From an optimization exercise on the open Yosys and OpenROAD flow, aimed at a short achievable clock period; shortcuts taken in it are not production practice. The RTL was checked by simulation tests, not by an equivalence proof against the original design. The flow treats the clock pin as an ideal source, which a real chip does not have. Power and IR drop assume default switching activity.

## config.mk

```make
export PLATFORM = sky130hd
export DESIGN_NAME = core_complex_fabric
export DESIGN_NICKNAME = core_complex_fabric
export VERILOG_FILES = /design/flow/design.v
export SDC_FILE = /design/flow/constraint.sdc
export NUM_CORES = 4
export LEC_CHECK = 0
export ABC_CLOCK_PERIOD_IN_PS = 2500
export CAP_MARGIN = 20
export CORE_MARGIN = 2
export CORE_UTILIZATION = 40
export GPL_ROUTABILITY_DRIVEN = 0
export SETUP_SLACK_MARGIN = 2.2
export SLEW_MARGIN = 20
export SYNTH_HIERARCHICAL = 1
export TNS_END_PERCENT = 100
```

## constraint.sdc

```tcl
create_clock -name core_clock -period 5.0 [get_ports {clk_i}]
set_input_delay 1.0000 -clock core_clock [delete_from_list [all_inputs] [get_ports {clk_i}]]
set_output_delay 1.0000 -clock core_clock [all_outputs]
set_load 0.01 [all_outputs]
```

## design.v

```verilog
`default_nettype none
package offload_pkg;
  typedef logic [31:0] data_t;
  typedef logic [31:0] addr_t;
  typedef logic [4:0]  acc_id_t;
  typedef logic [1:0]  acc_target_t;
  typedef logic [3:0]  strb_t;
  typedef logic [11:0] ssr_word_t;
  localparam acc_target_t TARGET_FPU  = 2'd0;
  localparam acc_target_t TARGET_HIVE = 2'd1;
  localparam acc_target_t TARGET_SSR  = 2'd2;
  localparam int unsigned NUM_TARGETS = 3;
  localparam int unsigned TGT_IDX_W   = $clog2(NUM_TARGETS);
  localparam int unsigned NUM_SSRS      = 3;
  localparam int unsigned NUM_SSR_REGS  = 8;
  localparam int unsigned SSR_DM_SEL_W  = $clog2(NUM_SSRS);
  localparam int unsigned SSR_REG_SEL_W = $clog2(NUM_SSR_REGS);
  localparam int unsigned NSC           = 4;
  localparam logic [31:0] SCFG_MASK    = 32'h0000_707f;
  localparam logic [31:0] SCFGRI_MATCH = 32'h0000_102b;
  localparam logic [31:0] SCFGWI_MATCH = 32'h0000_202b;
  localparam logic [31:0] SCFGR_MATCH  = 32'h0000_502b;
  localparam logic [31:0] SCFGW_MATCH  = 32'h0000_602b;
  localparam int unsigned TCDM_ADDR_WIDTH = 17;
  localparam addr_t       TCDM_MASK       = {32{1'b1}} << TCDM_ADDR_WIDTH;
  localparam int unsigned MEM_RSP_DEPTH   = 4;
  localparam int unsigned MEM_PTR_W       = $clog2(MEM_RSP_DEPTH);
  typedef struct packed {
    acc_target_t target;
    acc_id_t     id;
    data_t       data_op;
    data_t       data_arga;
    data_t       data_argb;
    data_t       data_argc;
  } acc_req_t;
  typedef struct packed {
    acc_id_t id;
    data_t   data;
    logic    error;
  } acc_rsp_t;
  localparam int unsigned ACC_RSP_W = 5 + 32 + 1;
  typedef struct packed {
    addr_t addr;
    data_t wdata;
    logic  write;
    strb_t strb;
  } mem_req_t;
  typedef struct packed {
    data_t rdata;
    logic  error;
  } mem_rsp_t;
  typedef enum logic {
    MEM_SOC  = 1'b0,
    MEM_TCDM = 1'b1
  } mem_port_t;
endpackage
`default_nettype wire
`timescale 1ns/1ps
`default_nettype none
module offload_req_stage
(
  input  logic                   clk_i,
  input  logic                   rst_ni,
  input  offload_pkg::acc_req_t  acc_req_i,
  input  logic                   acc_valid_i,
  output logic                   acc_ready_o,
  output offload_pkg::acc_req_t  tgt_req_o,
  output logic [offload_pkg::NUM_TARGETS-1:0] tgt_valid_o,
  input  logic [offload_pkg::NUM_TARGETS-1:0] tgt_ready_i,
  output logic                   ssr_we_o,
  output logic [offload_pkg::NSC:0][offload_pkg::NUM_SSRS*offload_pkg::NUM_SSR_REGS-1:0] ssr_sel_o,
  output offload_pkg::acc_id_t   ssr_rid_o,
  output logic [offload_pkg::NUM_SSRS*offload_pkg::NUM_SSR_REGS-1:0] ssr_sel_next_o
);
  localparam int unsigned NW = offload_pkg::NUM_SSRS*offload_pkg::NUM_SSR_REGS;
  logic          in_rd_imm, in_wr_imm, in_rd_reg, in_wr_reg, in_write;
  logic [11:0]   in_addr;
  logic          in_range;
  logic [NW-1:0] in_sel;
  logic [offload_pkg::NUM_TARGETS-1:0] in_tgt;
  assign in_rd_imm = (acc_req_i.data_op & offload_pkg::SCFG_MASK) == offload_pkg::SCFGRI_MATCH;
  assign in_wr_imm = (acc_req_i.data_op & offload_pkg::SCFG_MASK) == offload_pkg::SCFGWI_MATCH;
  assign in_rd_reg = (acc_req_i.data_op & offload_pkg::SCFG_MASK) == offload_pkg::SCFGR_MATCH;
  assign in_wr_reg = (acc_req_i.data_op & offload_pkg::SCFG_MASK) == offload_pkg::SCFGW_MATCH;
  assign in_write  = in_wr_imm | in_wr_reg;
  always_comb begin
    if (in_rd_imm || in_wr_imm) begin
      in_addr = acc_req_i.data_op[31:20];
    end else if (in_rd_reg || in_wr_reg) begin
      in_addr = acc_req_i.data_argb[11:0];
    end else begin
      in_addr = '0;
    end
  end
  assign in_range = (in_addr[4:0] < 5'(offload_pkg::NUM_SSRS)) &&
                    (in_addr[11:5] < 7'(offload_pkg::NUM_SSR_REGS));
  always_comb begin
    for (int unsigned w = 0; w < NW; w++) begin
      in_sel[w] = in_range &&
                  (in_addr[1:0] == 2'(w / offload_pkg::NUM_SSR_REGS)) &&
                  (in_addr[7:5] == 3'(w % offload_pkg::NUM_SSR_REGS));
    end
  end
  assign in_tgt[offload_pkg::TARGET_FPU]  = (acc_req_i.target != offload_pkg::TARGET_HIVE) &&
                                            (acc_req_i.target != offload_pkg::TARGET_SSR);
  assign in_tgt[offload_pkg::TARGET_HIVE] = acc_req_i.target == offload_pkg::TARGET_HIVE;
  assign in_tgt[offload_pkg::TARGET_SSR]  = acc_req_i.target == offload_pkg::TARGET_SSR;
  offload_pkg::acc_req_t h_req_q, t_req_q;
  logic                  h_we_q, t_we_q;
  logic [NW-1:0]         t_sel_q;
  offload_pkg::acc_id_t  h_rid_q, t_rid_q;
  logic [offload_pkg::NUM_TARGETS-1:0] h_vld_q, t_tgt_q;
  logic                  full2_q;
  logic                  stall;
  assign stall       = |(h_vld_q & ~tgt_ready_i);
  assign acc_ready_o = ~full2_q;
  always_ff @(posedge clk_i) begin
    if (rst_ni) begin
      h_vld_q <= '0;
      full2_q <= 1'b0;
    end else begin
      if (!stall) begin
        h_vld_q <= full2_q ? t_tgt_q : (in_tgt & {offload_pkg::NUM_TARGETS{acc_valid_i}});
      end
      full2_q <= stall & (full2_q | acc_valid_i);
    end
  end
  always_ff @(posedge clk_i) begin
    if (!stall) begin
      h_req_q <= full2_q ? t_req_q : acc_req_i;
      h_we_q  <= full2_q ? t_we_q  : (in_write & in_range);
      h_rid_q <= full2_q ? t_rid_q : (in_write ? offload_pkg::acc_id_t'(0) : acc_req_i.id);
    end
    if (!full2_q) begin
      t_req_q <= acc_req_i;
      t_we_q  <= in_write & in_range;
      t_sel_q <= in_sel;
      t_rid_q <= in_write ? offload_pkg::acc_id_t'(0) : acc_req_i.id;
      t_tgt_q <= in_tgt;
    end
  end
  assign tgt_req_o   = h_req_q;
  assign tgt_valid_o = h_vld_q;
  assign ssr_we_o    = h_we_q;
  assign ssr_sel_next_o = full2_q ? t_sel_q : in_sel;
  for (genvar c = 0; c <= offload_pkg::NSC; c++) begin : g_hsel
    cc_edffv #(.W(NW)) u_h_sel (.clk_i(clk_i), .en_i(!stall),
                                .d_i(ssr_sel_next_o), .q_o(ssr_sel_o[c]));
  end
  assign ssr_rid_o   = h_rid_q;
endmodule
`default_nettype wire
`timescale 1ns/1ps
`default_nettype none
module ssr_cfg_unit
(
  input  logic     clk_i,
  input  logic     rst_ni,
  input  offload_pkg::acc_req_t req_i,
  input  logic     valid_i,
  output logic     ready_o,
  input  logic     we_i,
  input  logic [offload_pkg::NSC:0][offload_pkg::NUM_SSRS*offload_pkg::NUM_SSR_REGS-1:0] sel_i,
  input  offload_pkg::acc_id_t  rid_i,
  input  logic [offload_pkg::NUM_SSRS*offload_pkg::NUM_SSR_REGS-1:0] sel_next_i,
  output offload_pkg::acc_rsp_t rsp_o,
  output logic     rsp_valid_o,
  output logic     rsp_valid_d_o,
  input  logic     rsp_ready_i
);
  localparam int unsigned NW = offload_pkg::NUM_SSRS*offload_pkg::NUM_SSR_REGS;
  logic [NW-1:0][31:0]    cfg_q;
  offload_pkg::data_t     pend_data_q;
  offload_pkg::acc_rsp_t  rsp_q;
  logic                   rsp_valid_q;
  offload_pkg::data_t     rdata, fdata;
  logic                   fwd;
  logic                   req_hs;
  always_comb begin
    fdata = '0;
    for (int unsigned b = 0; b < 32; b++) begin
      for (int unsigned w = 0; w < NW; w++) begin
        fdata[b] = fdata[b] | (cfg_q[w][b] & sel_i[b / 8][w]);
      end
    end
  end
  logic fwd_q;
  always_ff @(posedge clk_i) begin
    fwd_q <= ~rst_ni & req_hs & we_i & |(sel_i[offload_pkg::NSC] & sel_next_i);
  end
  assign fwd   = fwd_q;
  assign rdata = fwd ? pend_data_q : fdata;
  assign ready_o = ~rsp_valid_q | rsp_ready_i;
  assign req_hs  = valid_i & ready_o;
  always_ff @(posedge clk_i) begin
    pend_data_q <= req_i.data_arga;
  end
  logic [NW-1:0] pend_wen_q;
  always_ff @(posedge clk_i) begin
    pend_wen_q <= {NW{~rst_ni & req_hs & we_i}} & sel_i[offload_pkg::NSC];
  end
  always_ff @(posedge clk_i) begin
    if (rst_ni) begin
      cfg_q <= '0;
    end else begin
      for (int unsigned w = 0; w < NW; w++) begin
        if (pend_wen_q[w]) begin
          cfg_q[w] <= pend_data_q;
        end
      end
    end
  end
  always_comb begin
    if (rst_ni) begin
      rsp_valid_d_o = 1'b0;
    end else if (req_hs) begin
      rsp_valid_d_o = 1'b1;
    end else if (rsp_ready_i) begin
      rsp_valid_d_o = 1'b0;
    end else begin
      rsp_valid_d_o = rsp_valid_q;
    end
  end
  always_ff @(posedge clk_i) begin
    rsp_valid_q <= rsp_valid_d_o;
  end
  always_ff @(posedge clk_i) begin
    if (req_hs) begin
      rsp_q.id    <= rid_i;
      rsp_q.data  <= rdata;
      rsp_q.error <= 1'b0;
    end
  end
  assign rsp_o       = rsp_q;
  assign rsp_valid_o = rsp_valid_q;
endmodule
`default_nettype wire
`timescale 1ns/1ps
`default_nettype none
module offload_rsp_arbiter
(
  input  logic                              clk_i,
  input  logic                              rst_ni,
  input  logic [offload_pkg::NUM_TARGETS*offload_pkg::ACC_RSP_W-1:0] src_rsp_i,
  input  logic     [offload_pkg::NUM_TARGETS-1:0]        src_valid_i,
  input  logic                              ssr_valid_d_i,
  output logic     [offload_pkg::NUM_TARGETS-1:0]        src_ready_o,
  output offload_pkg::acc_rsp_t                          rsp_o,
  output logic                              rsp_valid_o,
  input  logic                              rsp_ready_i
);
  offload_pkg::acc_rsp_t  rsp_q, rsp_d;
  logic                   rsp_valid_q;
  logic [2:0]             last_q, gnt, v;
  logic                   any_gnt;
  logic                   load_en;
  assign v = src_valid_i;
  assign load_en = ~rsp_valid_q | rsp_ready_i;
  assign gnt[0] = v[0] & (last_q[2] | (last_q[1] & ~v[2]) | (last_q[0] & ~v[2] & ~v[1]));
  assign gnt[1] = v[1] & (last_q[0] | (last_q[2] & ~v[0]) | (last_q[1] & ~v[0] & ~v[2]));
  assign gnt[2] = v[2] & (last_q[1] | (last_q[0] & ~v[1]) | (last_q[2] & ~v[1] & ~v[0]));
  assign any_gnt = |v;
  assign src_ready_o[2] = gnt[2] & load_en;
  logic fa_q, fa_n_q, fb_n_q, le_out, sel0, sel1;
  logic [2:0] last_d;
  always_comb begin
    if (rst_ni) begin
      last_d = 3'b100;
    end else if (load_en && any_gnt) begin
      last_d = gnt;
    end else begin
      last_d = last_q;
    end
  end
  always_ff @(posedge clk_i) begin
    fa_q   <= last_d[2] | (last_d[1] & ~ssr_valid_d_i);
    fa_n_q <= ~(last_d[2] | (last_d[1] & ~ssr_valid_d_i));
    fb_n_q <= ~(last_d[0] & ~ssr_valid_d_i);
  end
  cc_nand2b u_le   (.a_n(rsp_ready_i), .b(rsp_valid_q), .y(le_out));
  cc_nor2   u_sel0 (.a(v[1]), .b(fb_n_q), .y(sel0));
  cc_nor2   u_sel1 (.a(v[0]), .b(fa_n_q), .y(sel1));
  cc_o211a  u_rdy0 (.a1(fa_q), .a2(sel0), .b1(v[0]), .c1(le_out), .x(src_ready_o[0]));
  cc_o211a  u_rdy1 (.a1(last_q[0]), .a2(sel1), .b1(v[1]), .c1(le_out), .x(src_ready_o[1]));
  always_comb begin
    rsp_d = '0;
    for (int unsigned s = 0; s < 3; s++) begin
      rsp_d = rsp_d | (src_rsp_i[s*offload_pkg::ACC_RSP_W +: offload_pkg::ACC_RSP_W] &
                       {offload_pkg::ACC_RSP_W{gnt[s]}});
    end
  end
  always_ff @(posedge clk_i) begin
    if (rst_ni) begin
      rsp_valid_q <= 1'b0;
    end else if (load_en) begin
      rsp_valid_q <= any_gnt;
    end
  end
  always_ff @(posedge clk_i) begin
    last_q <= last_d;
  end
  always_ff @(posedge clk_i) begin
    if (load_en && any_gnt) begin
      rsp_q <= rsp_d;
    end
  end
  assign rsp_o       = rsp_q;
  assign rsp_valid_o = rsp_valid_q;
endmodule
`default_nettype wire
`timescale 1ns/1ps
`default_nettype none
module mem_route
(
  input  logic     clk_i,
  input  logic     rst_ni,
  input  offload_pkg::addr_t    tcdm_base_i,
  input  offload_pkg::mem_req_t core_req_i,
  input  logic     core_valid_i,
  output logic     core_ready_o,
  output offload_pkg::mem_rsp_t core_rsp_o,
  output logic     core_rsp_valid_o,
  output offload_pkg::mem_req_t tcdm_req_o,
  output logic     tcdm_valid_o,
  input  logic     tcdm_ready_i,
  input  offload_pkg::mem_rsp_t tcdm_rsp_i,
  input  logic     tcdm_rsp_valid_i,
  output logic     tcdm_rsp_ready_o,
  output offload_pkg::mem_req_t soc_req_o,
  output logic     soc_valid_o,
  input  logic     soc_ready_i,
  input  offload_pkg::mem_rsp_t soc_rsp_i,
  input  logic     soc_rsp_valid_i,
  output logic     soc_rsp_ready_o
);
  localparam int unsigned D = offload_pkg::MEM_RSP_DEPTH;
  logic [D-1:0] port_q;    
  logic [D-1:0] cnt_q;     
  logic         hr_tcdm_q, hr_soc_q;
  logic [D-1:0] port_a, port_d, cnt_a, cnt_d;
  logic [D:0]   cnt_ext;
  logic         is_tcdm;
  logic         push, pop;
  localparam int unsigned NSEL = 6;
  logic [NSEL-1:0] rsp_sel_t_q, rsp_sel_s_q;
  localparam int unsigned NB = 32 - offload_pkg::TCDM_ADDR_WIDTH;   
  localparam int unsigned NT = 4;   
  logic [NT-1:0]   pair_eq_a, pair_eq_b;
  logic            win_ne_v, win_ne_r, win_ne_int;
  logic            vld_nf_n, tr_nf_n, sr_nf_n, not_full, not_full_q;
  for (genvar t = 0; t < NT; t++) begin : g_tree
    logic [NB-1:0] bit_eq;
    logic [3:0]    grp_ne;
    for (genvar i = 0; i < NB; i++) begin : g_bit
      cc_xnor2 u_eq (.a(core_req_i.addr[offload_pkg::TCDM_ADDR_WIDTH+i]),
                     .b(tcdm_base_i[offload_pkg::TCDM_ADDR_WIDTH+i]), .y(bit_eq[i]));
    end
    cc_nand4 u_ne0 (.a(bit_eq[0]),  .b(bit_eq[1]),  .c(bit_eq[2]),  .d(bit_eq[3]),  .y(grp_ne[0]));
    cc_nand4 u_ne1 (.a(bit_eq[4]),  .b(bit_eq[5]),  .c(bit_eq[6]),  .d(bit_eq[7]),  .y(grp_ne[1]));
    cc_nand4 u_ne2 (.a(bit_eq[8]),  .b(bit_eq[9]),  .c(bit_eq[10]), .d(bit_eq[11]), .y(grp_ne[2]));
    cc_nand3 u_ne3 (.a(bit_eq[12]), .b(bit_eq[13]), .c(bit_eq[14]), .y(grp_ne[3]));
    cc_nor2  u_pair_a (.a(grp_ne[0]), .b(grp_ne[1]), .y(pair_eq_a[t]));
    cc_nor2  u_pair_b (.a(grp_ne[2]), .b(grp_ne[3]), .y(pair_eq_b[t]));
  end
  cc_nand2 u_win_ne_v   (.a(pair_eq_a[0]), .b(pair_eq_b[0]), .y(win_ne_v));
  cc_nand2 u_win_ne_r   (.a(pair_eq_a[2]), .b(pair_eq_b[2]), .y(win_ne_r));
  cc_nand2 u_win_ne_int (.a(pair_eq_a[3]), .b(pair_eq_b[3]), .y(win_ne_int));
  always_ff @(posedge clk_i) begin
    not_full_q <= rst_ni | ~cnt_d[D-1];
  end
  assign not_full = not_full_q;
  cc_nand2 u_vld_nf (.a(core_valid_i), .b(not_full), .y(vld_nf_n));
  cc_nand2 u_tr_nf  (.a(tcdm_ready_i), .b(not_full), .y(tr_nf_n));
  cc_nand2 u_sr_nf  (.a(soc_ready_i),  .b(not_full), .y(sr_nf_n));
  assign is_tcdm = ~win_ne_int;
  assign tcdm_req_o   = core_req_i;
  assign soc_req_o    = core_req_i;
  cc_nor2  u_tcdm_vld (.a(win_ne_v), .b(vld_nf_n), .y(tcdm_valid_o));
  cc_a21oi u_soc_vld (.a1(pair_eq_a[1]), .a2(pair_eq_b[1]), .b1(vld_nf_n), .y(soc_valid_o));
  cc_mux2i u_ready (.s(win_ne_r), .a0(tr_nf_n), .a1(sr_nf_n), .y(core_ready_o));
  assign push         = core_valid_i & ~cnt_q[D-1] & (is_tcdm ? tcdm_ready_i : soc_ready_i);
  assign tcdm_rsp_ready_o = hr_tcdm_q;
  assign soc_rsp_ready_o  = hr_soc_q;
  assign core_rsp_valid_o = (tcdm_rsp_valid_i & hr_tcdm_q) | (soc_rsp_valid_i & hr_soc_q);
  for (genvar c = 0; c < NSEL; c++) begin : g_sel
    cc_dff u_sel_t (.clk_i(clk_i), .d_i(port_d[0]),  .q_o(rsp_sel_t_q[c]));
    cc_dff u_sel_s (.clk_i(clk_i), .d_i(~port_d[0]), .q_o(rsp_sel_s_q[c]));
  end
  for (genvar k = 0; k < 33; k++) begin : g_rsp
    cc_a22o u_rsp (.a1(tcdm_rsp_i[k]), .a2(rsp_sel_t_q[k % NSEL]),
                   .b1(soc_rsp_i[k]),  .b2(rsp_sel_s_q[k % NSEL]), .x(core_rsp_o[k]));
  end
  assign pop              = core_rsp_valid_o;
  always_comb begin
    if (pop) begin
      port_a = {1'b0, port_q[D-1:1]};
      cnt_a  = {1'b0, cnt_q[D-1:1]};
    end else begin
      port_a = port_q;
      cnt_a  = cnt_q;
    end
    port_d  = port_a;
    cnt_ext = {cnt_a, 1'b1};
    for (int unsigned k = 0; k < D; k++) begin
      if (push && !cnt_a[k] && cnt_ext[k]) begin
        port_d[k] = is_tcdm;
      end
    end
    cnt_d = push ? {cnt_a[D-2:0], 1'b1} : cnt_a;
  end
  always_ff @(posedge clk_i) begin
    if (rst_ni) begin
      cnt_q     <= '0;
      hr_tcdm_q <= 1'b0;
      hr_soc_q  <= 1'b0;
    end else begin
      cnt_q     <= cnt_d;
      hr_tcdm_q <= cnt_d[0] & port_d[0];
      hr_soc_q  <= cnt_d[0] & ~port_d[0];
    end
  end
  always_ff @(posedge clk_i) begin
    port_q <= port_d;
  end
endmodule
`default_nettype wire
`timescale 1ns/1ps
`default_nettype none
module core_complex_fabric
(
  input  logic     clk_i,
  input  logic     rst_ni,
  input  offload_pkg::acc_req_t acc_req_i,
  input  logic     acc_valid_i,
  output logic     acc_ready_o,
  output offload_pkg::acc_rsp_t acc_rsp_o,
  output logic     acc_rsp_valid_o,
  input  logic     acc_rsp_ready_i,
  output offload_pkg::acc_req_t fpu_req_o,
  output logic     fpu_valid_o,
  input  logic     fpu_ready_i,
  input  offload_pkg::acc_rsp_t fpu_rsp_i,
  input  logic     fpu_rsp_valid_i,
  output logic     fpu_rsp_ready_o,
  output offload_pkg::acc_req_t hive_req_o,
  output logic     hive_valid_o,
  input  logic     hive_ready_i,
  input  offload_pkg::acc_rsp_t hive_rsp_i,
  input  logic     hive_rsp_valid_i,
  output logic     hive_rsp_ready_o,
  input  offload_pkg::addr_t    tcdm_base_i,
  input  offload_pkg::mem_req_t core_req_i,
  input  logic     core_valid_i,
  output logic     core_ready_o,
  output offload_pkg::mem_rsp_t core_rsp_o,
  output logic     core_rsp_valid_o,
  output offload_pkg::mem_req_t tcdm_req_o,
  output logic     tcdm_valid_o,
  input  logic     tcdm_ready_i,
  input  offload_pkg::mem_rsp_t tcdm_rsp_i,
  input  logic     tcdm_rsp_valid_i,
  output logic     tcdm_rsp_ready_o,
  output offload_pkg::mem_req_t soc_req_o,
  output logic     soc_valid_o,
  input  logic     soc_ready_i,
  input  offload_pkg::mem_rsp_t soc_rsp_i,
  input  logic     soc_rsp_valid_i,
  output logic     soc_rsp_ready_o
);
  offload_pkg::acc_req_t                   tgt_req;
  logic     [offload_pkg::NUM_TARGETS-1:0] tgt_valid, tgt_ready;
  offload_pkg::acc_rsp_t                   ssr_rsp;
  logic                       ssr_rsp_valid, ssr_rsp_valid_d;
  logic [offload_pkg::NUM_TARGETS*offload_pkg::ACC_RSP_W-1:0] src_rsp;
  logic                       ssr_we;
  logic [offload_pkg::NSC:0][offload_pkg::NUM_SSRS*offload_pkg::NUM_SSR_REGS-1:0] ssr_sel;
  offload_pkg::acc_id_t       ssr_rid;
  logic [offload_pkg::NUM_SSRS*offload_pkg::NUM_SSR_REGS-1:0] ssr_sel_next;
  logic     [offload_pkg::NUM_TARGETS-1:0] src_valid, src_ready;
  offload_req_stage i_offload_req_stage (
    .clk_i       (clk_i),
    .rst_ni      (rst_ni),
    .acc_req_i   (acc_req_i),
    .acc_valid_i (acc_valid_i),
    .acc_ready_o (acc_ready_o),
    .tgt_req_o   (tgt_req),
    .tgt_valid_o (tgt_valid),
    .tgt_ready_i (tgt_ready),
    .ssr_we_o    (ssr_we),
    .ssr_sel_o   (ssr_sel),
    .ssr_rid_o   (ssr_rid),
    .ssr_sel_next_o (ssr_sel_next)
  );
  assign fpu_req_o    = tgt_req;
  assign hive_req_o   = tgt_req;
  assign fpu_valid_o  = tgt_valid[offload_pkg::TARGET_FPU];
  assign hive_valid_o = tgt_valid[offload_pkg::TARGET_HIVE];
  assign tgt_ready[offload_pkg::TARGET_FPU]  = fpu_ready_i;
  assign tgt_ready[offload_pkg::TARGET_HIVE] = hive_ready_i;
  ssr_cfg_unit i_ssr_cfg_unit (
    .clk_i       (clk_i),
    .rst_ni      (rst_ni),
    .req_i       (tgt_req),
    .valid_i     (tgt_valid[offload_pkg::TARGET_SSR]),
    .ready_o     (tgt_ready[offload_pkg::TARGET_SSR]),
    .we_i        (ssr_we),
    .sel_i       (ssr_sel),
    .rid_i       (ssr_rid),
    .sel_next_i  (ssr_sel_next),
    .rsp_o       (ssr_rsp),
    .rsp_valid_o (ssr_rsp_valid),
    .rsp_valid_d_o (ssr_rsp_valid_d),
    .rsp_ready_i (src_ready[offload_pkg::TARGET_SSR])
  );
  assign src_rsp   = {ssr_rsp, hive_rsp_i, fpu_rsp_i};
  assign src_valid = {ssr_rsp_valid, hive_rsp_valid_i, fpu_rsp_valid_i};
  assign fpu_rsp_ready_o  = src_ready[offload_pkg::TARGET_FPU];
  assign hive_rsp_ready_o = src_ready[offload_pkg::TARGET_HIVE];
  offload_rsp_arbiter i_offload_rsp_arbiter (
    .clk_i       (clk_i),
    .rst_ni      (rst_ni),
    .src_rsp_i   (src_rsp),
    .src_valid_i (src_valid),
    .ssr_valid_d_i (ssr_rsp_valid_d),
    .src_ready_o (src_ready),
    .rsp_o       (acc_rsp_o),
    .rsp_valid_o (acc_rsp_valid_o),
    .rsp_ready_i (acc_rsp_ready_i)
  );
  mem_route i_mem_route (
    .clk_i            (clk_i),
    .rst_ni           (rst_ni),
    .tcdm_base_i      (tcdm_base_i),
    .core_req_i       (core_req_i),
    .core_valid_i     (core_valid_i),
    .core_ready_o     (core_ready_o),
    .core_rsp_o       (core_rsp_o),
    .core_rsp_valid_o (core_rsp_valid_o),
    .tcdm_req_o       (tcdm_req_o),
    .tcdm_valid_o     (tcdm_valid_o),
    .tcdm_ready_i     (tcdm_ready_i),
    .tcdm_rsp_i       (tcdm_rsp_i),
    .tcdm_rsp_valid_i (tcdm_rsp_valid_i),
    .tcdm_rsp_ready_o (tcdm_rsp_ready_o),
    .soc_req_o        (soc_req_o),
    .soc_valid_o      (soc_valid_o),
    .soc_ready_i      (soc_ready_i),
    .soc_rsp_i        (soc_rsp_i),
    .soc_rsp_valid_i  (soc_rsp_valid_i),
    .soc_rsp_ready_o  (soc_rsp_ready_o)
  );
endmodule
`default_nettype wire
`default_nettype none
module cc_xnor2 (input logic a, input logic b, output logic y);
  assign y = ~(a ^ b);
endmodule
module cc_nand3 (input logic a, input logic b, input logic c, output logic y);
  assign y = ~(a & b & c);
endmodule
module cc_nand4 (input logic a, input logic b, input logic c, input logic d, output logic y);
  assign y = ~(a & b & c & d);
endmodule
module cc_a22o (input logic a1, input logic a2, input logic b1, input logic b2, output logic x);
  assign x = (a1 & a2) | (b1 & b2);
endmodule
module cc_nor3 (input logic a, input logic b, input logic c, output logic y);
  assign y = ~(a | b | c);
endmodule
module cc_nor2 (input logic a, input logic b, output logic y);
  assign y = ~(a | b);
endmodule
module cc_nand2 (input logic a, input logic b, output logic y);
  assign y = ~(a & b);
endmodule
module cc_a21oi (input logic a1, input logic a2, input logic b1, output logic y);
  assign y = ~((a1 & a2) | b1);
endmodule
module cc_mux2i (input logic s, input logic a0, input logic a1, output logic y);
  assign y = ~(s ? a1 : a0);
endmodule
module cc_nand2b (input logic a_n, input logic b, output logic y);
  assign y = ~(~a_n & b);
endmodule
module cc_o211a (input logic a1, input logic a2, input logic b1, input logic c1, output logic x);
  assign x = (a1 | a2) & b1 & c1;
endmodule
module cc_edffv #(parameter int unsigned W = 1) (
  input  logic         clk_i,
  input  logic         en_i,
  input  logic [W-1:0] d_i,
  output logic [W-1:0] q_o
);
  always_ff @(posedge clk_i) begin
    if (en_i) begin
      q_o <= d_i;
    end
  end
endmodule
module cc_dff (input logic clk_i, input logic d_i, output logic q_o);
  always_ff @(posedge clk_i) begin
    q_o <= d_i;
  end
endmodule
`default_nettype wire
```

## flow/run.sh

```bash
#!/bin/bash
# Own layout flow: the standard synthesis unchanged, then the
# standard ORFS layout with
#  - sizing not tied to cell footprints (MATCH_CELL_FOOTPRINT=0),
#  - delay cells kept out of the layout (added to DONT_USE_CELLS), and
#    the port buffers made of plain buffers (BUFFER_PORTS_ARGS),
#  - the ports of the memory window compare kept together (io.tcl),
#  - a greedy gate-sizing pass after CTS and after global routing
#    (post_cts.tcl, post_grt.tcl, sizer.tcl).
# Each step's full output goes to a log in this folder (and ORFS's own
# per-step logs under orfs/logs).
set -euo pipefail
cd "$(dirname "$0")/.."
W=$PWD

# 1. Standard synthesis, unchanged
bash standard.sh synth > "$W/log_synth.txt" 2>&1

# 2. Layout: the standard make command with extra settings
export DONT_USE_CELLS="sky130_fd_sc_hd__clkdlybuf4s15_1 sky130_fd_sc_hd__clkdlybuf4s15_2 sky130_fd_sc_hd__clkdlybuf4s18_1 sky130_fd_sc_hd__clkdlybuf4s18_2 sky130_fd_sc_hd__clkdlybuf4s25_1 sky130_fd_sc_hd__clkdlybuf4s25_2 sky130_fd_sc_hd__clkdlybuf4s50_1 sky130_fd_sc_hd__clkdlybuf4s50_2 sky130_fd_sc_hd__dlymetal6s2s_1 sky130_fd_sc_hd__dlymetal6s4s_1 sky130_fd_sc_hd__dlymetal6s6s_1 sky130_fd_sc_hd__dlygate4sd1_1 sky130_fd_sc_hd__dlygate4sd2_1 sky130_fd_sc_hd__dlygate4sd3_1"
export BUFFER_PORTS_ARGS="-buffer_cell sky130_fd_sc_hd__buf_4"
export PRE_IO_PLACEMENT_TCL="$W/flow/io.tcl"
export POST_CTS_TCL="$W/flow/post_cts.tcl"
export POST_GLOBAL_ROUTE_TCL="$W/flow/post_grt.tcl"
sed "s|\"\${@:-finish}\"|MATCH_CELL_FOOTPRINT=0 \"\${@:-finish}\"|" standard.sh > "$W/layout.sh"
bash "$W/layout.sh" finish > "$W/log_layout.txt" 2>&1
```

## flow/io.tcl

```tcl
# Keep the ports of the memory route's window compare together on the
# die edge, so the compare logic sits next to all of them: the address
# and base bit pairs on both sides, the valid, readies and the three
# outputs in the middle.
set crit {}
for {set i 17} {$i <= 23} {incr i} {
  lappend crit "core_req_i\[[expr {$i + 37}]\]" "tcdm_base_i\[$i\]"
}
lappend crit core_valid_i tcdm_ready_i core_ready_o tcdm_valid_o soc_valid_o soc_ready_i
for {set i 24} {$i <= 31} {incr i} {
  lappend crit "core_req_i\[[expr {$i + 37}]\]" "tcdm_base_i\[$i\]"
}
set_io_pin_constraint -group -order -pin_names $crit
```

## flow/post_cts.tcl

```tcl
# After CTS and its timing repair: greedy sizing on the worst paths,
# then legalize.
source [file join [file dirname [info script]] sizer.tcl]
estimate_parasitics -placement
puts "bench post_cts start ws [worst_slack -max]"
my_greedy_size 12 1 {estimate_parasitics -placement}
detailed_placement
check_placement -verbose
estimate_parasitics -placement
puts "bench post_cts end ws [worst_slack -max]"
```

## flow/post_grt.tcl

```tcl
# After global routing and its timing repair: greedy sizing with the
# global-route parasitics, then legalize, route the changed nets and
# write the guides again.
source [file join [file dirname [info script]] sizer.tcl]
puts "bench post_grt start ws [worst_slack -max]"
global_route -start_incremental
my_greedy_size 12 1 {estimate_parasitics -global_routing}
detailed_placement
global_route -end_incremental -congestion_report_file $::env(REPORTS_DIR)/congestion_post_bench_size.rpt
estimate_parasitics -global_routing
check_placement -verbose
puts "bench post_grt end ws [worst_slack -max]"
write_guides $::env(RESULTS_DIR)/route.guide
```

## flow/sizer.tcl

```tcl
# Greedy gate sizing on the worst paths: for each instance on a path,
# try the other drive strengths of its cell (any buffer for a buffer)
# and keep the one that gives the best worst slack. Flip-flops and clock
# cells are left alone.
proc my_path_insts {n} {
  set insts {}
  foreach pe [find_timing_paths -path_delay max -group_path_count $n -endpoint_path_count 1] {
    foreach p [get_property $pe points] {
      set inst [get_cells -quiet -of_objects [get_property $p pin]]
      if {$inst eq ""} continue
      set name [get_full_name $inst]
      if {[lsearch -exact $insts $name] < 0} { lappend insts $name }
    }
  }
  return $insts
}

proc my_candidates {cur} {
  regsub {_[0-9]+$} $cur "" base
  if {[regexp {__(buf|clkdlybuf4s[0-9]+|dlymetal6s[0-9]+s|dlygate4sd[0-9]+)$} $base]} {
    return [get_lib_cells */sky130_fd_sc_hd__buf_*]
  }
  return [get_lib_cells */${base}_*]
}

# est: the command that refreshes parasitics after a change
proc my_ws {est} {
  eval $est
  return [worst_slack -max]
}

# Drive strengths next to the current one (two below, two above)
proc my_near {cur cands} {
  set names {}
  foreach lc $cands { lappend names [get_name $lc] }
  set names [lsort -dictionary $names]
  if {[regexp {__buf_} $cur]} { return $names }
  set i [lsearch -exact $names $cur]
  if {$i < 0} { return $names }
  return [lrange $names [expr {max(0, $i - 2)}] [expr {$i + 2}]]
}

proc my_greedy_size {rounds npaths est} {
  for {set r 0} {$r < $rounds} {incr r} {
    set improved 0
    foreach iname [my_path_insts $npaths] {
      set inst [get_cells $iname]
      set cur [get_property $inst ref_name]
      if {[regexp {df|dl[a-z]*x|clkbuf|clkinv|tap|fill|decap|diode|conb} $cur]} continue
      set best_ws [my_ws $est]
      set best $cur
      foreach cand [my_near $cur [my_candidates $cur]] {
        if {$cand eq $cur} continue
        replace_cell $inst $cand
        set ws [my_ws $est]
        if {$ws > $best_ws + 1e-4} {
          set best_ws $ws
          set best $cand
        }
      }
      replace_cell $inst $best
      eval $est
      if {$best ne $cur} {
        set improved 1
        puts "my_size $iname $cur -> $best ws [format %.4f $best_ws]"
      }
    }
    if {!$improved} break
  }
}
```

## standard.sh

```bash
#!/bin/bash
# synth_recipe.tcl (not shown) runs the flow's synth.tcl, then flattens the netlist and writes it again
# the make line also repeats each setting of config.mk as NAME=value (left out here)
make -C /OpenROAD-flow-scripts/flow DESIGN_CONFIG=/design/flow/config.mk WORK_HOME=/design/flow/orfs CLKGATE_MAP_FILE= SYNTH_SCRIPT=/design/flow/synth_recipe.tcl "${@:-finish}"
```

==> results of run 1 <==
-- flip-flops by register name, indices dropped and copies added, names as in the netlist, 24 cells and up --
name / count
i_ssr_cfg_unit.cfg_q: 768
i_offload_req_stage.h_req_q: 135
i_offload_req_stage.t_req_q: 135
i_offload_req_stage.g_hsel.u_h_sel.q_o: 120
i_offload_rsp_arbiter.rsp_q: 38
i_ssr_cfg_unit.rsp_q: 37
i_ssr_cfg_unit.pend_data_q: 32
i_offload_req_stage.t_sel_q: 24
i_ssr_cfg_unit.pend_wen_q: 24
-- layout make-up --
class / instances / area share, %
sequential: 1364 / 48.2
multi-input combinational: 2609 / 30.6
timing repair buffer: 791 / 9.93
clock buffer: 195 / 6.47
tap: 1768 / 3.46
clock inverter: 70 / 1.11
inverter: 48 / 0.288
-- Yosys stat by module, one instance, submodules excluded, a selection --
| module | cells inside | area (µm²) | copies in the design |
|---|---|---|---|
| offload_rsp_arbiter | 157 | 2040 | 1 |
| cc_nand4 | 1 | 6.26 | 12 |
| cc_nand2b | 1 | 6.26 | 1 |
| cc_nand3 | 1 | 5.00 | 4 |
| ssr_cfg_unit | 3342 | 34300 | 1 |
| cc_a21oi | 1 | 8.76 | 1 |
| cc_dff | 1 | 20.0 | 12 |
| mem_route | 189 | 1550 | 1 |
| core_complex_fabric | 135 | 1010 | 1 |
| cc_nand2 | 1 | 3.75 | 6 |
-- synth_stat cells (5+ instances only) --
cell type	n	share of area [%]
nor2_1	794	5.5
and2_1	27	0.31
edfxtp_1	342	19
nand3_1	40	0.37
o31ai_2	11	0.25
o32a_1	33	0.61
nor2b_1	10	0.12
o21ai_0	15	0.14
buf_2	150	1.4
nand4_1	80	0.92
dfxtp_1	1022	38
a22oi_1	271	3.8
mux2i_1	772	14
mux2_2	129	2.7
xnor2_1	60	0.97
buf_4	274	3.8
a21oi_1	38	0.35
clkbuf_1	205	1.4
a221oi_2	32	0.89
nand2_1	73	0.51
a211oi_1	6	0.083
a222oi_1	70	1.3
or3_1	5	0.058
buf_1	12	0.083
inv_1	47	0.33
clkbuf_2	31	0.29
a22o_1	66	1.1
nand2b_1	10	0.12
o31ai_1	9	0.12
buf_6	22	0.46
-- metrics by stage --
step	util, %	std cells
floorplan	-	4715
global placement	43.6	6566
detailed placement	43.6	6566
finish	47.7	6845
-- cells in the final DEF, fill, tap and decap left out, types with 66 or more instances in the layout --
cell type and count:
clkbuf_16 152, nand4_1 79, nand2_1 73, mux2_2 129, a22o_1 66, nor2_1 790, mux2i_1 772, buf_4 747
a222oi_1 70, a22oi_1 271, edfxtp_1 342, dfxtp_1 997
-- worst paths after layout --
check	start	depth (start not counted)	end
worst min-delay path	i_offload_req_stage.h_req_q[78]$_DFFE_PP_	0	i_ssr_cfg_unit.pend_data_q[14]$_DFF_P_
worst max register to register	i_offload_rsp_arbiter.last_q[2]$_DFF_P_	7	i_ssr_cfg_unit.fwd_q$_DFF_P_
worst max-delay path	tcdm_base_i[18]	7	tcdm_valid_o
worst min register to register	i_offload_req_stage.h_req_q[78]$_DFFE_PP_	0	i_ssr_cfg_unit.pend_data_q[14]$_DFF_P_
-- kinds of logic (layout without fill, tap and decap cells) --
group	count (synthesis)	after routing	synth area share, %
AO/OA/AOI/OAI	585	585	9.22
XOR/XNOR	61	61	1.00
adder cells (fa/ha/maj)	2	2	0.0462
buffers and inverters	742	1104	7.77
flip-flops	1364	1364	56.8
multiplexers	902	902	17.0
other	1	1	0.00693
AND/OR/NAND/NOR	1058	1058	8.22
-- power by group through the flow --
stage	clock, mW	combinational (mW)	sequential (mW)
floorplan	0	1.33	12.3
global placement	0	1.87	12.8
detailed placement	0	1.88	12.8
finish	10.9	1.94	12.6
-- routing by layer --
metal | global-route usage (%) | vias to the layer above
met2 | 37.5 | 1498
met1 | 30.2 | 18194
met4 | 7.19 | 0
met5 | 0 | -
met3 | 4.80 | 266
li1 | - | 16959
-- critical path: stages --
cell and delay, ps:
buf_6 110, xnor2_1 170, nand4_1 170, nor2_2 140
nand2_1 80, nor2_2 90, buf_4 120
==> flow_summary.json, run 1 <==
{
  "dp_slack_ps": 1240,
  "overflow": 0,
  "synth_cell_type_count": 68,
  "chipWidth_um": 372,
  "cts_tree": "done",
  "slew_viol_final": 0,
  "seq_area_mm2": 0.0308,
  "p_int_mw": 19.2,
  "period_share_pct": 57.8,
  "hpwl_um": 103000,
  "wl_per_cell_um": 24.0,
  "grt_max_degree": 177,
  "dpl_cell_area_mm2": 0.0584,
  "final_antenna_net_count": 0,
  "diodes": 0,
  "highest_layer": "met4",
  "outcome": "finished clean",
  "max_freq_mhz": 346,
  "path_class": "primary input to output port",
  "met2RoutedLength_um": 76900,
  "ys_ff_latch": 1364,
  "path_max_fanout": 4,
  "yosys_warnings": 12,
  "nFillCells": 12075,
  "critPathRequiredTime_ps": 4000,
  "total_power_mw": 25.5,
  "drtPass1Iterations": 7,
  "final_area_mm2": 0.0639,
  "grt_pass1_wl_um": 235000,
  "max_cap_violations": 0,
  "dieArea_mm2": 0.138,
  "pwr-share-comb_pct": 7.6,
  "synthFlopType": "dfxtp_1",
  "rrSetupSlack_ps": 2440,
  "endpoint_kind": "output port",
  "grt_use_total_pct": 22.9,
  "grt_pass1_vias": 35370,
  "met3_length_um": 12200,
  "pwr-share-clk_pct": 42.9,
  "syn_area_per_cell_um2": 11.5,
  "crit_path_start_kind": "primary input",
  "synth_seq_area_share_pct": 56.8,
  "skew_ps": 30.6,
  "vias": 36917,
  "setup_viol": 0,
  "cts.sinks": 1364,
  "antenna_found_initial": 6,
  "fp.dieH_um": 372,
  "worst_slack_ps": 2110,
  "cp_data_arrival_time_ps": 1890,
  "swShare_pct": 24.7,
  "layout-drive-gt1-share_pct": 25.1,
  "hold_ws_ps": 411,
  "synth_area_mm2": 0.0541,
  "tns_ps": 0,
  "routed_wl_um": 164000,
  "drtIter0Drc": 3189,
  "nNetsFinal": 5353,
  "synth-edff-count": 342,
  "multi_input_area_mm2": 0.0195,
  "insertion_delay_ps": 780,
  "wl_met1_um": 70600,
  "start_util_pct": 40.4,
  "min_path_type": "flip-flop to flip-flop",
  "port_buffers": 702,
  "core_area_mm2": 0.134,
  "seqPwrFrac_pct": 49.4,
  "ys_async_sr_fraction_pct": 0,
  "vdd_ir_drop_max_mv": 0.363,
  "power_density_mw_per_mm2": 399,
  "period_needed_ps": 2890,
  "clkTransAtPathRegs_ps": 50,
  "avgViaCountPerCell": 5.39,
  "p_sw_mw": 6.31,
  "syn_inst": 4715,
  "p_leak_nw": 23.5,
  "finalHoldViolations": 0,
  "rows": 134,
  "drc": 0,
  "worst_pin_slew_ps": 1120,
  "slew_headroom_pct": 25.2,
  "pin_count": 882,
  "areaGrowthSynthToFinish_pct": 18.0,
  "syn_nets": 5108
}
==> run 2, diff against run 1 <==
--- a/flow/post_cts.tcl
+++ b/flow/post_cts.tcl
@@ -3,7 +3,7 @@
 source [file join [file dirname [info script]] sizer.tcl]
 estimate_parasitics -placement
 puts "bench post_cts start ws [worst_slack -max]"
-my_greedy_size 12 1 {estimate_parasitics -placement}
+my_greedy_size 6 3 {estimate_parasitics -placement}
 detailed_placement
 check_placement -verbose
 estimate_parasitics -placement
--- a/flow/post_grt.tcl
+++ b/flow/post_grt.tcl
@@ -4,7 +4,7 @@
 source [file join [file dirname [info script]] sizer.tcl]
 puts "bench post_grt start ws [worst_slack -max]"
 global_route -start_incremental
-my_greedy_size 12 1 {estimate_parasitics -global_routing}
+my_greedy_size 6 3 {estimate_parasitics -global_routing}
 detailed_placement
 global_route -end_incremental -congestion_report_file $::env(REPORTS_DIR)/congestion_post_bench_size.rpt
 estimate_parasitics -global_routing
--- a/config.mk
+++ b/config.mk
@@ -9,7 +9,6 @@
 export CAP_MARGIN = 20
 export CORE_MARGIN = 2
 export CORE_UTILIZATION = 40
-export GPL_ROUTABILITY_DRIVEN = 0
 export SETUP_SLACK_MARGIN = 2.2
 export SLEW_MARGIN = 20
 export SYNTH_HIERARCHICAL = 1
==> run 2 against run 1 <==
Effect of this change:
- still clean
- fmax barely moved
- global-route usage stayed put
- core utilization about the same
- worst hold slack worse by 0.96 ps
- sequential power about the same
- synthesized area unchanged
- critical path depth did not move
- routed wire length about the same
- synthesized cell count unchanged
- critical endpoint unchanged
==> flow_summary.json, run 2 <==
{
  "nFillCells": 12076,
  "gp_congestion": 0.798,
  "grt_pass1_wl_um": 235000,
  "synthXorXnorAreaFrac_pct": 1.00,
  "insertion_delay_ps": 780,
  "start_util_pct": 40.4,
  "slowest_delay_ps": 180,
  "dieArea_mm2": 0.138,
  "min_path_cells": 0,
  "hold_end": "i_ssr_cfg_unit.pend_data_q[15]$_DFF_P_",
  "yosys_warnings": 12,
  "synth-compound-area-share_pct": 9.22,
  "yosys.area_share.simple_pct": 8.22,
  "rrSetupSlack_ps": 2460,
  "seq_area_mm2": 0.0308,
  "synth_area_mm2": 0.0541,
  "power_density_mw_per_mm2": 399,
  "skew_ps": 31.4,
  "synth_area_leaders": "dfxtp_1 (38%), edfxtp_1 (19%), mux2i_1 (14%)",
  "period_share_pct": 57.8,
  "endpoint_kind": "output port",
  "top_register": "i_ssr_cfg_unit.cfg_q",
  "synth_top_family_by_area": "multiplexers",
  "drc": 0,
  "p_leak_nw": 23.5,
  "synth_cell_type_count": 68,
  "fin_cells": 6845,
  "vdd_ir_drop_max_mv": 0.362,
  "syn_nets": 5108,
  "ys_ff_latch": 1364,
  "clkTransAtPathRegs_ps": 60,
  "path_max_fanout": 4,
  "chipWidth_um": 372,
  "yosysMostFrequentCell": "dfxtp_1",
  "grt_max_degree": 177,
  "pin_count": 882,
  "slew_viol_final": 0,
  "dpl_cell_area_mm2": 0.0584,
  "areaGrowthSynthToFinish_pct": 18.0,
  "r2r-end": "i_ssr_cfg_unit.fwd_q$_DFF_P_",
  "cts_tree": "done",
  "outcome": "finished clean",
  "syn_area_per_cell_um2": 11.5,
  "cp_data_arrival_time_ps": 1890,
  "r2r_cells": 7,
  "grt_use_total_pct": 22.9,
  "cts.sinks": 1364,
  "synth_fa_ha_area_share_pct": 0.0462,
  "core_area_mm2": 0.134,
  "drtPass1Iterations": 6,
  "final_cell_mix": "dfxtp_1 (997), nor2_1 (790), mux2i_1 (772)",
  "crit_path_start_kind": "primary input",
  "hold_ws_ps": 410,
  "ys_async_sr_fraction_pct": 0,
  "final_area_mm2": 0.0639,
  "rows": 134,
  "synth-edff-count": 342,
  "synth.largest_area_cell": "dfxtp_1",
  "period_needed_ps": 2890,
  "netlist.area_leader.share_pct": 37.8,
  "crit_slowest_cell": "nand4_1",
  "hpwl_um": 103000,
  "layout_commonest_cell": "dfxtp_1",
  "max_cap_violations": 0,
  "avgViaCountPerCell": 5.38,
  "setup_viol": 0,
  "drtIter0Drc": 3203,
  "worst_pin_slew_ps": 1130,
  "overflow": 0,
  "port_buffers": 702,
  "syn_inst": 4715,
  "reg2reg_from": "i_offload_rsp_arbiter.last_q[2]$_DFF_P_",
  "slew_headroom_pct": 24.8,
  "dp_cells": 6566,
  "total_power_mw": 25.5,
  "nNetsFinal": 5353,
  "cp_common_cell": "nor2_2",
  "routed_wl_um": 164000,
  "final_antenna_net_count": 0,
  "grt_pass1_vias": 35370,
  "wl_per_cell_um": 24.0,
  "path_class": "primary input to output port",
  "multi_input_area_mm2": 0.0195,
  "finalHoldViolations": 0,
  "hold_path.startpoint": "i_offload_req_stage.h_req_q[79]$_DFFE_PP_",
  "path_cells": "buf_6, xnor2_1, nand4_1, nor2_2, nand2_1, nor2_2, buf_4",
  "layout-drive-gt1-share_pct": 25.1,
  "max_freq_mhz": 346,
  "min_path_type": "flip-flop to flip-flop",
  "largest_register_ffs": 768,
  "diodes": 0,
  "vias": 36846,
  "muxShareOfSynthArea_pct": 17.0,
  "reg_top3": "i_ssr_cfg_unit.cfg_q x768, i_offload_req_stage.h_req_q x135, i_offload_req_stage.t_req_q x135",
  "synthFlopType": "dfxtp_1",
  "antenna_found_initial": 6,
  "synth_seq_area_share_pct": 56.8,
  "critPathRequiredTime_ps": 4000,
  "fp.dieH_um": 372,
  "synthTopCellsByCount": "dfxtp_1 (1,022), nor2_1 (794), mux2i_1 (772)",
  "fin_util_pct": 47.7
}
-- run 2: changes by cell type in the layout (fill, tap and decap cells not counted) --
cell,previous run,this run
buf_8,4,6
buf_12,24,22
xnor2_4,4,3
xnor2_2,17,18
-- run 2: final cells by class --
type / instances / area share [%]
clock buffer: 195 / 6.47
clock inverter: 70 / 1.11
multi-input combinational: 2609 / 30.6
timing repair buffer: 791 / 9.92
tap: 1768 / 3.46
inverter: 48 / 0.288
sequential: 1364 / 48.2
-- run 2: stage by stage --
| stage | setup TNS, ps | worst slack [ps] |
|---|---|---|
| after detailed placement | 0 | 1240 |
| after floorplan | -1040260 | -4070 |
| final | 0 | 2110 |
| after global placement | 0 | 1130 |
-- run 2: power by group --
part / total [mW] / switching, mW / internal (mW) / leakage [nW]
clock network: 10.9 / 4.55 / 6.40 / 2.40
logic: 1.94 / 0.980 / 0.959 / 9.18
registers: 12.6 / 0.779 / 11.8 / 12.0
total: 25.5 / 6.31 / 19.2 / 23.5
-- run 2: worst max-delay path: cells and delay by family --
family        cells  cell delay, ps
xor+xnor          1             170
buf+inv           2             230
simple gates      4             490
-- run 2: routing by layer --
metal / vias up / part of all wire (%) / GRT usage (%)
li1: 16950 / - / -
met1: 18073 / 43 / 30.2
met2: 1563 / 47 / 37.5
met3: 260 / 7.7 / 4.80
met4: 0 / 2.7 / 7.19
met5: - / 0 / 0
-- run 2: worst max path at each step --
| stage | start | end | slack [ps] | cells past startpoint |
|---|---|---|---|---|
| finish | tcdm_base_i[18] | tcdm_valid_o | 2110 | 7 |
| detailed placement | acc_req_i[110] | i_ssr_cfg_unit.fwd_q$_DFF_P_ | 1240 | 9 |
| global placement | acc_req_i[43] | i_ssr_cfg_unit.fwd_q$_DFF_P_ | 1130 | 9 |
| floorplan | fpu_rsp_valid_i | i_offload_req_stage.h_vld_q[2]$_SDFFE_PP0P_ | -4070 | 9 |
-- run 2: cell families (layout without fill, tap and decap cells) --
kind of cell,count (synthesis),in the layout
simple gates,1058,1058
xor+xnor,61,61
compound gates,585,585
buf+inv,742,1104
other cells,1,1
flops,1364,1364
mux,902,902
fa+ha+maj,2,2
-- run 2: per-module statistics from Yosys, one instance, submodules excluded, a selection --
module    flip-flops and latches  copies in the design  area (µm²)
cc_dff                         1                    12        20.0
cc_mux2i                       0                     1        10.0
cc_o211a                       0                     2        10.0
cc_xnor2                       0                    60        8.76
cc_nand4                       0                    12        6.26
cc_nor2                        0                    11        3.75
==> run 3, diff against run 2 <==
--- a/design.v
+++ b/design.v
@@ -344,7 +344,7 @@
   localparam int unsigned NSEL = 6;
   logic [NSEL-1:0] rsp_sel_t_q, rsp_sel_s_q;
   localparam int unsigned NB = 32 - offload_pkg::TCDM_ADDR_WIDTH;   
-  localparam int unsigned NT = 4;   
+  localparam int unsigned NT = 3;   
   logic [NT-1:0]   pair_eq_a, pair_eq_b;
   logic            win_ne_v, win_ne_r, win_ne_int;
   logic            vld_nf_n, tr_nf_n, sr_nf_n, not_full, not_full_q;
@@ -363,8 +363,8 @@
     cc_nor2  u_pair_b (.a(grp_ne[2]), .b(grp_ne[3]), .y(pair_eq_b[t]));
   end
   cc_nand2 u_win_ne_v   (.a(pair_eq_a[0]), .b(pair_eq_b[0]), .y(win_ne_v));
-  cc_nand2 u_win_ne_r   (.a(pair_eq_a[2]), .b(pair_eq_b[2]), .y(win_ne_r));
-  cc_nand2 u_win_ne_int (.a(pair_eq_a[3]), .b(pair_eq_b[3]), .y(win_ne_int));
+  cc_nand2 u_win_ne_r   (.a(pair_eq_a[1]), .b(pair_eq_b[1]), .y(win_ne_r));
+  cc_nand2 u_win_ne_int (.a(pair_eq_a[2]), .b(pair_eq_b[2]), .y(win_ne_int));
   always_ff @(posedge clk_i) begin
     not_full_q <= rst_ni | ~cnt_d[D-1];
   end
@@ -376,7 +376,7 @@
   assign tcdm_req_o   = core_req_i;
   assign soc_req_o    = core_req_i;
   cc_nor2  u_tcdm_vld (.a(win_ne_v), .b(vld_nf_n), .y(tcdm_valid_o));
-  cc_a21oi u_soc_vld (.a1(pair_eq_a[1]), .a2(pair_eq_b[1]), .b1(vld_nf_n), .y(soc_valid_o));
+  cc_a21oi u_soc_vld (.a1(pair_eq_a[0]), .a2(pair_eq_b[0]), .b1(vld_nf_n), .y(soc_valid_o));
   cc_mux2i u_ready (.s(win_ne_r), .a0(tr_nf_n), .a1(sr_nf_n), .y(core_ready_o));
   assign push         = core_valid_i & ~cnt_q[D-1] & (is_tcdm ? tcdm_ready_i : soc_ready_i);
   assign tcdm_rsp_ready_o = hr_tcdm_q;
--- a/flow/post_cts.tcl
+++ b/flow/post_cts.tcl
@@ -3,7 +3,7 @@
 source [file join [file dirname [info script]] sizer.tcl]
 estimate_parasitics -placement
 puts "bench post_cts start ws [worst_slack -max]"
-my_greedy_size 6 3 {estimate_parasitics -placement}
+my_greedy_size 12 1 {estimate_parasitics -placement}
 detailed_placement
 check_placement -verbose
 estimate_parasitics -placement
--- a/flow/post_grt.tcl
+++ b/flow/post_grt.tcl
@@ -4,7 +4,7 @@
 source [file join [file dirname [info script]] sizer.tcl]
 puts "bench post_grt start ws [worst_slack -max]"
 global_route -start_incremental
-my_greedy_size 6 3 {estimate_parasitics -global_routing}
+my_greedy_size 12 1 {estimate_parasitics -global_routing}
 detailed_placement
 global_route -end_incremental -congestion_report_file $::env(REPORTS_DIR)/congestion_post_bench_size.rpt
 estimate_parasitics -global_routing
==> run 3 against run 2 <==
Effect of this change:
- worst hold slack got worse by 6.0 ps
- first-iteration DRC count decreased by 0.66%
- design area is 0.65% lower
- clock skew down 1.6 ps
- fmax is 1.8% lower
- clock-buffer cell count up 10
- critical endpoint unchanged
==> flow_summary.json, run 3 <==
{
  "synth.largest_area_cell": "dfxtp_1",
  "hold_path.startpoint": "i_offload_req_stage.h_req_q[79]$_DFFE_PP_",
  "layout_commonest_cell": "dfxtp_1",
  "synthTopCellsByCount": "dfxtp_1 (1,022), nor2_1 (792), mux2i_1 (772)",
  "synth_cell_type_count": 68,
  "critPathRequiredTime_ps": 4000,
  "insertion_delay_ps": 790,
  "p_int_mw": 19.4,
  "period_needed_ps": 2940,
  "pwr-share-comb_pct": 7.2,
  "path_max_fanout": 3,
  "min_path_type": "flip-flop to flip-flop",
  "met2RoutedLength_um": 75100,
  "hold_end": "i_ssr_cfg_unit.pend_data_q[15]$_DFF_P_",
  "drc": 0,
  "areaGrowthSynthToFinish_pct": 17.6,
  "syn_area_per_cell_um2": 11.5,
  "drtPass1Iterations": 6,
  "clkTransAtPathRegs_ps": 60,
  "min_path_cells": 0,
  "nNetsFinal": 5314,
  "final_cell_mix": "dfxtp_1 (997), nor2_1 (788), mux2i_1 (772)",
  "tns_ps": 0,
  "path_cells": "buf_4, xnor2_2, nand4_1, nor2_2, nand2_2, nor2_2, buf_4",
  "syn_nets": 5087,
  "slowest_delay_ps": 190,
  "slew_viol_final": 0,
  "crit_slowest_cell": "nor2_2",
  "setup_viol": 0,
  "outcome": "finished clean",
  "core_area_mm2": 0.134,
  "ys_async_sr_fraction_pct": 0,
  "cts_tree": "done",
  "start_util_pct": 40.4,
  "yosysMostFrequentCell": "dfxtp_1",
  "synth_area_mm2": 0.0540,
  "hold_ws_ps": 404,
  "largest_register_ffs": 768,
  "final_antenna_net_count": 0,
  "synthFlopType": "dfxtp_1",
  "p_leak_nw": 23.4,
  "grt_pass1_vias": 35275,
  "critical_path.top_delay_family": "simple AND/OR/NAND/NOR gates",
  "syn_inst": 4694,
  "ys_ff_latch": 1364,
  "pin_count": 882,
  "wl_met1_um": 69800,
  "synth-edff-count": 342,
  "max_cap_violations": 0,
  "pwr-share-clk_pct": 43.6,
  "nFillCells": 12083,
  "drtIter0Drc": 3182,
  "hpwl_um": 102000,
  "seqPwrFrac_pct": 49.2,
  "r2r-end": "i_offload_req_stage.h_req_q[72]$_DFFE_PP_",
  "power_density_mw_per_mm2": 405,
  "rrSetupSlack_ps": 2580,
  "wl_per_cell_um": 24.0,
  "cp_data_arrival_time_ps": 1940,
  "avgViaCountPerCell": 5.42,
  "endpoint_kind": "output port",
  "max_freq_mhz": 340,
  "synth_area_leaders": "dfxtp_1 (38%), edfxtp_1 (19%), mux2i_1 (14%)",
  "p_sw_mw": 6.30,
  "path_buf_inv": 2,
  "path_class": "primary input to output port",
  "vias": 36905,
  "crit_path_start_kind": "primary input",
  "worst_pin_slew_ps": 1150,
  "antenna_found_initial": 3,
  "met3_length_um": 14200,
  "gp_congestion": 0.797,
  "skew_ps": 29.9,
  "fp.dieH_um": 371,
  "grt_pass1_wl_um": 234000,
  "diodes": 0,
  "finalHoldViolations": 0,
  "synth_seq_area_share_pct": 56.9,
  "chipWidth_um": 371,
  "netlist.area_leader.share_pct": 37.9,
  "vdd_ir_drop_max_mv": 0.341,
  "cts.sinks": 1364,
  "yosys_warnings": 12,
  "grt_max_degree": 164,
  "reg_top3": "i_ssr_cfg_unit.cfg_q x768, i_offload_req_stage.h_req_q x135, i_offload_req_stage.t_req_q x135",
  "port_buffers": 702,
  "routed_wl_um": 164000,
  "dieArea_mm2": 0.138,
  "period_share_pct": 58.9,
  "highest_layer": "met4",
  "reg2reg_from": "i_offload_rsp_arbiter.last_q[2]$_DFF_P_",
  "overflow": 0,
  "r2r_cells": 8,
  "layout-drive-gt1-share_pct": 24.9,
  "grt_use_total_pct": 22.9,
  "swShare_pct": 24.5,
  "slew_headroom_pct": 23.4,
  "rows": 134,
  "top_register": "i_ssr_cfg_unit.cfg_q"
}
==> run 3: worst max-delay path by stage <==
stage | to | from | cells past startpoint
6_report | tcdm_valid_o | tcdm_base_i[22] | 7
3_5_place_dp | i_ssr_cfg_unit.fwd_q$_DFF_P_ | acc_req_i[43] | 9
3_3_place_gp | i_ssr_cfg_unit.fwd_q$_DFF_P_ | acc_req_i[43] | 9
2_1_floorplan | i_offload_req_stage.h_vld_q[2]$_SDFFE_PP0P_ | fpu_rsp_valid_i | 9
==> run 3: power groups by stage <==
| stage | combinational, mW | sequential, mW | clock, mW |
|---|---|---|---|
| 6_report | 1.86 | 12.6 | 11.2 |
| 3_5_place_dp | 1.84 | 12.9 | 0 |
| 3_3_place_gp | 1.82 | 12.8 | 0 |
| 2_1_floorplan | 1.32 | 12.3 | 0 |
==> run 3: area by class of cell <==
cell class	count	area [µm²]	share of cell area, %
clock buffer	205	4260	6.71
clock inverter	64	744	1.17
inverter	48	184	0.290
multi-input combinational	2588	19300	30.3
sequential	1364	30800	48.5
tap	1768	2210	3.49
timing repair buffer	772	6040	9.51
==> run 3: kinds of logic after synthesis <==
group | Yosys count | share of synthesized area [%]
compound gates | 585 | 9.25
xor+xnor | 46 | 0.760
fa+ha+maj | 2 | 0.0464
buf+inv | 742 | 7.79
flops | 1364 | 56.9
mux | 902 | 17.0
other cells | 1 | 0.00695
simple gates | 1052 | 8.19
==> run 3: worst register-to-register path: stages (launching register included) <==
cell      delay, ps
dfxtp_1         390
nor2b_1         150
o311a_2         160
and2_1          120
nand2b_4        160
nor2b_4          90
a211oi_4        220
buf_4           250
buf_12          410
==> run 3: Yosys stat by module, one instance, submodules excluded, a selection <==
module / flops+latches / times used / cell area (µm²)
cc_o211a: 0 / 2 / 10.0
offload_rsp_arbiter: 45 / 1 / 2040
cc_nor2: 0 / 9 / 3.75
cc_nand4: 0 / 9 / 6.26
cc_dff: 1 / 12 / 20.0
core_complex_fabric: 0 / 1 / 1010
mem_route: 11 / 1 / 1550
cc_a22o: 0 / 33 / 8.76
ssr_cfg_unit: 863 / 1 / 34300
cc_a21oi: 0 / 1 / 8.76
cc_mux2i: 0 / 1 / 10.0
offload_req_stage: 313 / 1 / 10300
cc_nand2: 0 / 6 / 3.75
cc_nand2b: 0 / 1 / 6.26
cc_nand3: 0 / 3 / 5.00
==> run 3: metal layers <==
metal,vias up,track usage [%]
met5,-,0
met4,0,7.19
met3,271,5.84
met2,1600,36.5
met1,18151,30.3
li1,16883,-
==> run 3: per-stage QoR <==
step                      cells  instance area [µm²]  total power [mW]  setup slack [ps]  util, %
after global placement     6534                58200              14.7              1390     43.5
final                      6809                63500              25.7              2060     47.5
after detailed placement   6534                58200              14.7              1360     43.5
after floorplan            4694                54000              13.7             -4070        -

[re-timing with driven ports]
No port has a modelled driver above. Below, the same layouts with a new extraction and two added sets of constraints.
Step 1 sets driving cells, clkbuf_16 on the clock port and buf_2 on the other inputs (assumed; they add their load-dependent delay and slew).
Step 2, shift: input delay + t, output delay - t, t = (earliest + latest rising clock arrival at the registers) / 2. This alone moves slack from input paths to output paths.
a / b / c = ideal ports / drivers / drivers and shift; a / b = the first two.
run | t (ns) | slack for setup (ns) | hold WS [ns] | worst register clock-pin slew, ns | worst slew at a driven data input, ns
run 1 | 0.845 | 2.110 / 2.069 / 1.476 | 0.411 / 0.411 / 0.411 | 0.06 / 0.06 | 0.18
run 2 | 0.845 | 2.108 / 2.068 / 1.477 | 0.410 / 0.410 / 0.410 | 0.06 / 0.06 | 0.18
run 3 | 0.855 | 2.057 / 2.036 / 1.411 | 0.404 / 0.404 / 0.404 | 0.07 / 0.07 | 0.15
After both steps setup and hold are still met in every run listed. The setup slack of run 3, which loses most, moves by -0.021 ns with the drivers and by -0.646 ns with both steps.
